This is an optimization exercise on Yosys and OpenROAD, whose aim is small area, not a production implementation.
Function was checked by simulation only, so behaviour that the tests miss may differ from the original.

oak:
==> flow/design.v <==
module gtx_usrclk_monitor #(
  parameter int    CHNL_NUM = 8,
  parameter        BUFG_NUM = "multi",
  parameter int    WIN_CYC  = 16000,
  parameter int    CNT_W    = 16,
  parameter int    EXP_CNT  = 1250,
  parameter int    TOL      = 8,
  parameter int    LOCK_WIN = 4
) (
  input  logic                            clk,
  input  logic                            rst,
  input  logic [CHNL_NUM-1:0]             tx_clk_tog,
  input  logic [CHNL_NUM-1:0]             rx_clk_tog,
  input  logic                            clr_loss,
  input  logic [$clog2(2*CHNL_NUM)-1:0]   cnt_sel,
  output logic [CHNL_NUM-1:0]             tx_clk_ok,
  output logic [CHNL_NUM-1:0]             rx_clk_ok,
  output logic [CHNL_NUM-1:0]             tx_loss,
  output logic [CHNL_NUM-1:0]             rx_loss,
  output logic [CNT_W-1:0]                cnt_rd,
  output logic                            win_done
);
  localparam int NMON  = 2 * CHNL_NUM;
  localparam int WIN_W = $clog2(WIN_CYC);
  localparam int EW    = $clog2(WIN_CYC + 1);    
  localparam int LO    = EXP_CNT - TOL;
  localparam int RNG   = 2 * TOL;                
  localparam int RB    = $clog2(RNG + 1);        
  localparam logic [WIN_W-1:0] WIN_START = WIN_W'((1 << WIN_W) - WIN_CYC);
  localparam logic [EW-1:0]    CNT_START = EW'((1 << EW) - LO);
  localparam logic [EW-1:0]    LO_V      = EW'(LO);
  localparam int LST_W = $clog2(LOCK_WIN + 1);
  function automatic logic [WIN_W:0] inc_win(input logic [WIN_W-1:0] a, input logic ci);
    logic c;
    c = ci;
    for (int i = 0; i < WIN_W; i++) begin
      inc_win[i] = a[i] ^ c;
      c          = a[i] & c;
    end
    inc_win[WIN_W] = c;
  endfunction
  function automatic logic [EW-1:0] inc_cnt(input logic [EW-1:0] a, input logic ci);
    logic c;
    c = ci;
    for (int i = 0; i < EW; i++) begin
      inc_cnt[i] = a[i] ^ c;
      c          = a[i] & c;
    end
  endfunction
  function automatic logic [EW-1:0] add_lo(input logic [EW-1:0] a);
    logic c;
    c = 1'b0;
    for (int i = 0; i < EW; i++) begin
      add_lo[i] = a[i] ^ LO_V[i] ^ c;
      c         = LO_V[i] ? (a[i] | c) : (a[i] & c);
    end
  endfunction
  logic [WIN_W-1:0]    win_q;
  logic [WIN_W:0]      win_inc;
  logic                done_q;
  logic                win_end;
  logic                cnt_vld;
  logic                cnt_clr;
  logic                rst_seen;
  logic [NMON-1:0]     tog;
  logic [EW-1:0]       cnt_arr [NMON];
  logic [NMON-1:0]     ok_vec;
  logic [NMON-1:0]     loss_vec;
  assign win_inc = inc_win(win_q, 1'b1);
  assign win_end = win_inc[WIN_W];
  assign cnt_clr = win_end | rst_seen;
  assign tog     = {rx_clk_tog, tx_clk_tog};
  always_ff @(posedge clk or posedge rst) begin
    if (rst) begin
      win_q   <= WIN_START;
      done_q  <= 1'b0;
      rst_seen <= 1'b1;
      cnt_vld <= 1'b0;
    end else begin
      win_q   <= win_inc[WIN_W-1:0] | (win_end ? WIN_START : '0);
      done_q  <= win_end;
      rst_seen <= 1'b0;
      if (done_q) cnt_vld <= 1'b1;
    end
  end
  for (genvar m = 0; m < NMON; m++) begin : g_mon
    logic [2:0]       sync_q;
    logic [EW-1:0]    edge_q;
    logic [EW-1:0]    edge_d;
    logic [EW-1:0]    cnt_q;
    logic [LST_W-1:0] st_q;
    logic             up;
    logic             loss_q;
    logic             good;
    assign edge_d = inc_cnt(edge_q, sync_q[1] ^ sync_q[2]);
    assign good   = (edge_d[EW-1:RB] == '0) && (!edge_d[RB-1] || (edge_d[RB-2:0] == '0));
    assign up     = st_q[LST_W-1];             
    always_ff @(posedge clk or posedge rst) begin
      if (rst) begin
        sync_q <= '0;
        st_q   <= '0;
        loss_q <= 1'b0;
      end else begin
        sync_q <= {sync_q[1:0], tog[m]};
        loss_q <= (win_end && up && !good) | (loss_q & ~clr_loss);
        if (win_end) begin
          if (!good)   st_q <= '0;
          else if (!up) st_q <= st_q + 1'b1;
        end
      end
    end
    always_ff @(posedge clk) begin
      edge_q <= cnt_clr ? CNT_START : edge_d;
      if (win_end) cnt_q <= edge_d;
    end
    assign cnt_arr[m]  = cnt_q;
    assign ok_vec[m]   = up;
    assign loss_vec[m] = loss_q;
  end
  assign tx_clk_ok = ok_vec[CHNL_NUM-1:0];
  assign tx_loss   = loss_vec[CHNL_NUM-1:0];
  assign rx_clk_ok = ok_vec[NMON-1:CHNL_NUM];
  assign rx_loss   = loss_vec[NMON-1:CHNL_NUM];
  assign win_done  = done_q;
  logic [EW-1:0] rd_q;
  always_ff @(posedge clk) rd_q <= add_lo(cnt_arr[cnt_sel]);
  assign cnt_rd = cnt_vld ? CNT_W'(rd_q) : '0;
endmodule
module gtx_usrclk_monitor_top (
  input  logic        clk,
  input  logic        rst,
  input  logic [7:0]  tx_clk_tog,
  input  logic [7:0]  rx_clk_tog,
  input  logic        clr_loss,
  input  logic [3:0]  cnt_sel,
  output logic [7:0]  tx_clk_ok,
  output logic [7:0]  rx_clk_ok,
  output logic [7:0]  tx_loss,
  output logic [7:0]  rx_loss,
  output logic [15:0] cnt_rd,
  output logic        win_done
);
  gtx_usrclk_monitor #(
    .CHNL_NUM(8), .BUFG_NUM("multi"), .WIN_CYC(16000), .CNT_W(16),
    .EXP_CNT(1250), .TOL(8), .LOCK_WIN(4)
  ) u_mon (
    .clk(clk),
    .rst(rst),
    .tx_clk_tog(tx_clk_tog),
    .rx_clk_tog(rx_clk_tog),
    .clr_loss(clr_loss),
    .cnt_sel(cnt_sel),
    .tx_clk_ok(tx_clk_ok),
    .rx_clk_ok(rx_clk_ok),
    .tx_loss(tx_loss),
    .rx_loss(rx_loss),
    .cnt_rd(cnt_rd),
    .win_done(win_done)
  );
endmodule
Settings: LEC_CHECK=0, CAP_MARGIN=20, CORE_MARGIN=2, CORE_UTILIZATION=60, PLACE_DENSITY=0.75, SLEW_MARGIN=20; clock period 5.0 ns.
standard.sh (not shown) runs the stock make flow with config.mk's settings and CLKGATE_MAP_FILE= SYNTH_SCRIPT=/design/flow/synth_recipe.tcl, a recipe that flattens the netlist after the stock synthesis.
==> flow/flow/run.sh <==
#!/bin/bash
# Layout flow: the standard ORFS flow (standard synthesis unchanged), with
# these changes to how the layout is built:
#  * clock tree synthesis without dummy loads (-dont_use_dummy_load) and with
#    the buffer and clustering options in flow/cts_args.txt,
#  * the port buffers that ORFS inserts on every input and output use the
#    smallest buffer, sky130_fd_sc_hd__buf_1,
#  * any further ORFS variables listed one per line in flow/make_args.txt.
# Each tool's output goes to a log file in the work folder.
set -euo pipefail
CTS="-sink_clustering_enable -repair_clock_nets -dont_use_dummy_load"
if [[ -f flow/cts_args.txt ]]; then CTS="$(cat flow/cts_args.txt)"; fi
EXTRA=()
if [[ -f flow/make_args.txt ]]; then mapfile -t EXTRA < flow/make_args.txt; fi
bash standard.sh "CTS_ARGS=$CTS" "BUFFER_PORTS_ARGS=-buffer_cell sky130_fd_sc_hd__buf_1" "${EXTRA[@]}" finish > standard_flow.log 2>&1
==> flow/flow/cts_args.txt <==
-sink_clustering_enable -repair_clock_nets -dont_use_dummy_load -buf_list sky130_fd_sc_hd__clkbuf_8 -sink_clustering_size 16 -sink_clustering_max_diameter 100
oak finished every stage and its layout cleared the timing, design-rule and antenna checks.
What pine does differently from oak at the input level:
==> flow/design.v, changed modules only <==
module gtx_usrclk_monitor #(
  parameter int    CHNL_NUM = 8,
  parameter        BUFG_NUM = "multi",
  parameter int    WIN_CYC  = 16000,
  parameter int    CNT_W    = 16,
  parameter int    EXP_CNT  = 1250,
  parameter int    TOL      = 8,
  parameter int    LOCK_WIN = 4
) (
  input  logic                            clk,
  input  logic                            rst,
  input  logic [CHNL_NUM-1:0]             tx_clk_tog,
  input  logic [CHNL_NUM-1:0]             rx_clk_tog,
  input  logic                            clr_loss,
  input  logic [$clog2(2*CHNL_NUM)-1:0]   cnt_sel,
  output logic [CHNL_NUM-1:0]             tx_clk_ok,
  output logic [CHNL_NUM-1:0]             rx_clk_ok,
  output logic [CHNL_NUM-1:0]             tx_loss,
  output logic [CHNL_NUM-1:0]             rx_loss,
  output logic [CNT_W-1:0]                cnt_rd,
  output logic                            win_done
);
  localparam int NMON  = 2 * CHNL_NUM;
  localparam int WIN_W = $clog2(WIN_CYC);
  localparam int EW    = $clog2(WIN_CYC + 1);    
  localparam int LO    = EXP_CNT - TOL;
  localparam int RNG   = 2 * TOL;                
  localparam int RB    = $clog2(RNG + 1);        
  localparam logic [WIN_W-1:0] WIN_START = WIN_W'((1 << WIN_W) - WIN_CYC);
  localparam logic [EW-1:0]    CNT_START = EW'((1 << EW) - LO);
  localparam logic [EW-1:0]    LO_V      = EW'(LO);
  localparam bit USE_LFSR = (WIN_CYC == 16000) && (WIN_W == 14);
  localparam logic [13:0] LF_SEED = 14'd293;
  localparam logic [13:0] LF_END  = 14'd12434;
  localparam logic [13:0] LF_FIX  = 14'h2000;    
  function automatic logic [WIN_W:0] inc_win(input logic [WIN_W-1:0] a, input logic ci);
    logic c;
    c = ci;
    for (int i = 0; i < WIN_W; i++) begin
      inc_win[i] = a[i] ^ c;
      c          = a[i] & c;
    end
    inc_win[WIN_W] = c;
  endfunction
  function automatic logic [EW-1:0] inc_cnt(input logic [EW-1:0] a, input logic ci);
    logic c;
    c = ci;
    for (int i = 0; i < EW; i++) begin
      inc_cnt[i] = a[i] ^ c;
      c          = a[i] & c;
    end
  endfunction
  function automatic logic [EW-1:0] add_lo(input logic [EW-1:0] a);
    logic c;
    c = 1'b0;
    for (int i = 0; i < EW; i++) begin
      add_lo[i] = a[i] ^ LO_V[i] ^ c;
      c         = LO_V[i] ? (a[i] | c) : (a[i] & c);
    end
  endfunction
  logic [WIN_W-1:0]    win_q;
  logic [WIN_W:0]      win_inc;
  logic                done_q;
  logic                win_end;
  logic                cnt_vld;
  logic                cnt_clr;
  logic [1:0]          rst_seen;
  logic [NMON-1:0]     tog;
  logic [EW-1:0]       cnt_arr [NMON];
  logic [NMON-1:0]     ok_vec;
  logic [NMON-1:0]     loss_vec;
  logic [WIN_W-1:0]    win_nxt;
  logic [WIN_W-1:0]    win_rst;
  if (USE_LFSR) begin : g_lfsr
    assign win_inc = '0;
    assign win_end = (win_q == LF_END);
    assign win_rst = LF_SEED;
    assign win_nxt = {win_q[12:0], win_q[13] ^ win_q[9] ^ win_q[2] ^ win_q[0]}
                     ^ (win_end ? LF_FIX : 14'd0);
  end else begin : g_bin
    assign win_inc = inc_win(win_q, 1'b1);
    assign win_end = win_inc[WIN_W];
    assign win_rst = WIN_START;
    assign win_nxt = win_inc[WIN_W-1:0] | (win_end ? WIN_START : '0);
  end
  assign cnt_clr = win_end | rst_seen[0] | rst_seen[1];
  assign tog     = {rx_clk_tog, tx_clk_tog};
  always_ff @(posedge clk or posedge rst) begin
    if (rst) begin
      win_q   <= win_rst;
      done_q  <= 1'b0;
      rst_seen <= 2'b11;
      cnt_vld <= 1'b0;
    end else begin
      win_q   <= win_nxt;
      done_q  <= win_end;
      rst_seen <= {rst_seen[0], 1'b0};
      if (done_q) cnt_vld <= 1'b1;
    end
  end
  for (genvar m = 0; m < NMON; m++) begin : g_mon
    logic [2:0]       sync_q;
    logic [EW-1:0]    edge_q;
    logic [EW-1:0]    edge_d;
    logic [EW-1:0]    cnt_q;
    logic [2:0]       st_q;
    logic             up;
    logic             loss_q;
    logic             good;
    assign edge_d = inc_cnt(edge_q, sync_q[1] ^ sync_q[2]);
    assign good   = (edge_d[EW-1:RB] == '0) && (!edge_d[RB-1] || (edge_d[RB-2:0] == '0));
    assign up     = st_q[2];
    always_ff @(posedge clk or posedge rst) begin
      if (rst) begin
        sync_q[0] <= 1'b0;
        st_q   <= '0;
        loss_q <= 1'b0;
      end else begin
        sync_q[0] <= tog[m];
        loss_q <= (win_end && up && !good) | (loss_q & ~clr_loss);
        if (win_end) begin
          st_q[0] <= good & ~st_q[1];
          st_q[1] <= good & (st_q[1] | st_q[0]);
          st_q[2] <= good & st_q[1] & ~st_q[0];
        end
      end
    end
    always_ff @(posedge clk) begin
      sync_q[2:1] <= sync_q[1:0];
      edge_q <= cnt_clr ? CNT_START : edge_d;
      if (win_end) cnt_q <= edge_d;
    end
    assign cnt_arr[m]  = cnt_q;
    assign ok_vec[m]   = up;
    assign loss_vec[m] = loss_q;
  end
  assign tx_clk_ok = ok_vec[CHNL_NUM-1:0];
  assign tx_loss   = loss_vec[CHNL_NUM-1:0];
  assign rx_clk_ok = ok_vec[NMON-1:CHNL_NUM];
  assign rx_loss   = loss_vec[NMON-1:CHNL_NUM];
  assign win_done  = done_q;
  logic [EW-1:0] rd_q;
  always_ff @(posedge clk) rd_q <= add_lo(cnt_arr[cnt_sel]);
  assign cnt_rd = cnt_vld ? CNT_W'(rd_q) : '0;
endmodule
## What came out
Setup slack: pine more than oak. Looking only at maximum number of pins on one net before global-route repair, and setting everything else aside, the higher value of pine and oak goes to pine. pine vs. oak: post-route standard cell area excluding fillers went down by about 2.4%. Where worst clock skew is concerned, oak is outperformed by pine. pine: number of signal-net buffers in the layout is about 6% lower than what oak reported. Summary: with oak as the reference, total routed wirelength in pine moved down by a little under 10%.

re-timing with driven ports:
No port has a modelled driver above. Below, the same layouts with a new extraction and two added sets of constraints.
Step 1 sets driving cells, clkbuf_16 on the clock port and buf_2 on the other inputs (assumed; they add their load-dependent delay and slew).
Step 2 adds t to the input delays and takes it off the output delays; t is the mean of the earliest and latest rising clock arrival at the registers after step 1. Input paths then give back, and output paths get back, about the clock's delay inside the block.
Slacks: no drivers / after step 1 / after step 2; pairs: no drivers / after step 1.
run | shift t [ns] | setup slack, ns | hold slack, ns | worst setup path after step 2 | slew at the worst register clock pin (ns)
oak | 0.684 | 0.295 / 0.295 / 0.118 | 0.355 / 0.355 / 0.355 | input to register | 0.11 / 0.11
pine | 0.667 | 0.542 / 0.542 / 0.007 | 0.345 / 0.345 / 0.345 | input to register | 0.11 / 0.11
After both steps every run listed still meets setup and hold. The setup slack of pine, which loses most, moves by 0.000 ns with the drivers and by -0.535 ns with both steps.
